Source: an optimization exercise on an open RTL-to-GDS flow (aim: small area, a short achievable clock period and few clock cycles per item). Production flows keep margins and buffers that such runs may drop.
The RTL was checked by simulation tests, not by an equivalence proof against the original design.
Power is estimated from default activity; no workload was simulated.

Design int8_zero_point_matvec_core, start of the top module:
module int8_zero_point_matvec_core #(
  parameter int MAX_COLUMNS = zpmv_pkg::MAX_COLUMNS_DEF,
  parameter int MAX_ROWS    = zpmv_pkg::MAX_ROWS_DEF
) (
  input  logic                            clk,
  input  logic                            rst,
  input  logic                            in_valid,
  output logic                            in_ready,
  input  logic                            in_mode,
  input  logic signed [7:0]               in_value,
  input  logic [7:0]                      in_vector_index,
  output logic                            out_valid,
  input  logic                            out_ready,
  output logic signed [15:0]              out_row_sum,
  output logic [7:0]                      out_row_number,
  output logic                            out_last_row,
  input  logic                            psel,
  input  logic                            penable,
  input  logic                            pwrite,
  input  logic [zpmv_pkg::CFG_ADDR_W-1:0] paddr,
  input  logic [zpmv_pkg::CFG_DATA_W-1:0] pwdata,
  output logic [zpmv_pkg::CFG_DATA_W-1:0] prdata,
  output logic                            pready
);
Size: about 5200 cells after synthesis, ~120 I/O pins, ~89000 µm² of cells after synthesis.
clock: 4.6 ns
lec_check: 0
abc_clock_period_in_ps: 3000
cap_margin: 20
core_margin: 2
core_utilization: 40
setup_slack_margin: 1.5
slew_margin: 20
run.sh (not shown) runs the stock make flow with config.mk's settings and CLKGATE_MAP_FILE= SYNTH_SCRIPT=/design/flow/synth_recipe.tcl, a recipe that flattens the netlist after the stock synthesis.
The starting point finished with timing, DRC and antenna clean.
Testbench counts at the start, summed over its fixed seeds: cycles 126,983, items 126,647.
Change:
- ABC_CLOCK_PERIOD_IN_PS: 3000 -> 2500
- SETUP_SLACK_MARGIN: 1.5 -> 2.2
Effect:
- final area rises by 4.1%
- utilization rises by 1.9 points
- total power stays flat
- hold slack gets worse by 55 ps
- wire length rises by 7.8%
- worst setup slack gets better by 520 ps
- global-route usage rises by 1.8 points
- cell count rises by 1.8%
Change:
- ABC_CLOCK_PERIOD_IN_PS: 2500 -> 3000
- CTS_CLUSTER_DIAMETER: unset -> 100
- CTS_CLUSTER_SIZE: unset -> 30
- SETUP_SLACK_MARGIN: 2.2 -> 1.5
What happened: The new run completed without violations. Hold slack is better by 67 ps. Fmax decreases by about a fifth. Die area does not change. Routed wire length decreases by a little under a tenth. Total power decreases by about a fifth. Clock-buffer cell count decreases by 136. Utilization decreases by 4.1 points.


Another version of the RTL of int8_zero_point_matvec_core (not shown whole).
Size in the first run: ~2300 flip-flops, about 120 I/O pins, about 92000 µm² of cells after synthesis.
## int8_zero_point_matvec_core
module int8_zero_point_matvec_core #(
  parameter int MAX_COLUMNS = zpmv_pkg::MAX_COLUMNS_DEF,
  parameter int MAX_ROWS    = zpmv_pkg::MAX_ROWS_DEF
) (
  input  logic                            clk,
  input  logic                            rst,
  input  logic                            in_valid,
  output logic                            in_ready,
  input  logic                            in_mode,
  input  logic signed [7:0]               in_value,
  input  logic [7:0]                      in_vector_index,
  output logic                            out_valid,
  input  logic                            out_ready,
  output logic signed [15:0]              out_row_sum,
  output logic [7:0]                      out_row_number,
  output logic                            out_last_row,
  input  logic                            psel,
  input  logic                            penable,
  input  logic                            pwrite,
  input  logic [zpmv_pkg::CFG_ADDR_W-1:0] paddr,
  input  logic [zpmv_pkg::CFG_DATA_W-1:0] pwdata,
  output logic [zpmv_pkg::CFG_DATA_W-1:0] prdata,
  output logic                            pready
);
Settings: LEC_CHECK=0, ABC_CLOCK_PERIOD_IN_PS=2200, CAP_MARGIN=20, CORE_MARGIN=2, CORE_UTILIZATION=40, SETUP_SLACK_MARGIN=2.2, SLEW_MARGIN=20; clock period 4.6 ns.
Testbench counts at the start, summed over its fixed seeds: cycles 126,983, items 126,647.
Then changed:
ABC_CLOCK_PERIOD_IN_PS = 3000   (was 2200)
SETUP_SLACK_MARGIN = 1.5   (was 2.2)
=>
- fmax fell by a few percent
- final area drops by a little under a tenth
- sequential cell count is unchanged
- register-to-register slack gets worse by 0.07 ns
- total power drops by a few percent
- critical path depth went down by 4
- routed wire length went down by roughly a tenth
- hold slack hardly moves
- count of clock-buffer cells in the layout does not change
- core utilization shrinks by 3.6 points

--- another note on this design; it stands on its own ---

Design int8_zero_point_matvec_core, start of the top module:
module int8_zero_point_matvec_core #(
  parameter int MAX_COLUMNS = zpmv_pkg::MAX_COLUMNS_DEF,
  parameter int MAX_ROWS    = zpmv_pkg::MAX_ROWS_DEF
) (
  input  logic                            clk,
  input  logic                            rst,
  input  logic                            in_valid,
  output logic                            in_ready,
  input  logic                            in_mode,
  input  logic signed [7:0]               in_value,
  input  logic [7:0]                      in_vector_index,
  output logic                            out_valid,
  input  logic                            out_ready,
  output logic signed [15:0]              out_row_sum,
  output logic [7:0]                      out_row_number,
  output logic                            out_last_row,
  input  logic                            psel,
  input  logic                            penable,
  input  logic                            pwrite,
  input  logic [zpmv_pkg::CFG_ADDR_W-1:0] paddr,
  input  logic [zpmv_pkg::CFG_DATA_W-1:0] pwdata,
  output logic [zpmv_pkg::CFG_DATA_W-1:0] prdata,
  output logic                            pready
);
Settings: LEC_CHECK=0, ABC_CLOCK_PERIOD_IN_PS=2500, CAP_MARGIN=20, CORE_MARGIN=2, CORE_UTILIZATION=55, CTS_CLUSTER_DIAMETER=80, CTS_CLUSTER_SIZE=24, PLACE_DENSITY=0.75, SETUP_SLACK_MARGIN=2.05, SLEW_MARGIN=20; clock period 4.6 ns.
run.sh (not shown) runs the stock make flow with config.mk's settings and CLKGATE_MAP_FILE= SYNTH_SCRIPT=/design/flow/synth_recipe.tcl, a recipe that flattens the netlist after the stock synthesis.
The starting point finished clean.
Testbench counts at the start, summed over its fixed seeds: cycles 126,983, items 126,647.
==> next run, changes <==
--- a/flow/config.mk
+++ b/flow/config.mk
@@ -14,3 +14,3 @@
 export PLACE_DENSITY = 0.75
-export SETUP_SLACK_MARGIN = 2.05
+export SETUP_SLACK_MARGIN = 2.2
 export SLEW_MARGIN = 20
Effect:
- setup slack improved by 0.059 ns
- clock skew drops by 0.015 ns
- register-to-register slack improves by 0.23 ns
- final area is higher by 0.69%
- cell count grows by 0.39%
- global-route usage came out higher by 0.48 points
- power barely changes
- combinational power goes up by about 5%
- routed wire length rose by 1.1%
==> next run, changes <==
--- a/flow/config.mk
+++ b/flow/config.mk
@@ -14,3 +14,3 @@
 export PLACE_DENSITY = 0.75
-export SETUP_SLACK_MARGIN = 2.2
+export SETUP_SLACK_MARGIN = 2.25
 export SLEW_MARGIN = 20
Setup slack gets better by 0.083 ns; global-route usage rises by 0.46 points; cell count rises slightly.

-- separate check: timing with driven ports --
How much do the figures lean on ideal ports? The routed layouts below were timed once more, with nothing changed but the port constraints. Step 1: set_driving_cell puts a clkbuf_16 on clk and a buf_2 on each other input, an assumption about the parent block. Step 2 also shifts input and output timing later by t, the mid clock arrival at the registers, as if the neighbouring blocks saw the same clock. Slacks: no drivers / after step 1 / after step 2; pairs: no drivers / after step 1.
run | t, ns | slack for setup (ns) | worst hold slack (ns) | worst slew at a driven data input, ns
the first run of note 1 | 0.934 | 1.415 / 1.415 / 1.276 | 0.322 / 0.322 / 0.322 | 0.09
the second run of note 1 | 0.932 | 1.936 / 1.936 / 1.371 | 0.267 / 0.267 / 0.267 | 0.10
the third run of note 1 | 0.859 | 1.427 / 1.427 / 1.218 | 0.334 / 0.334 / 0.334 | 0.09
the first run of note 2 | 0.961 | 1.550 / 1.550 / 1.440 | 0.325 / 0.302 / 0.325 | 0.07
the second run of note 2 | 0.958 | 1.479 / 1.479 / 1.242 | 0.325 / 0.322 / 0.325 | 0.07
the first run of note 3 | 0.877 | 1.890 / 1.864 / 1.471 | 0.330 / 0.330 / 0.330 | 0.11
the second run of note 3 | 0.868 | 1.949 / 1.896 / 1.555 | 0.330 / 0.330 / 0.330 | 0.13
the third run of note 3 | 0.879 | 2.032 / 1.960 / 1.596 | 0.333 / 0.333 / 0.333 | 0.10
After both steps setup and hold are still met in every run listed. For the second run of note 1, which loses most, drivers alone change the setup slack by 0.000 ns; drivers and shift together by -0.565 ns.
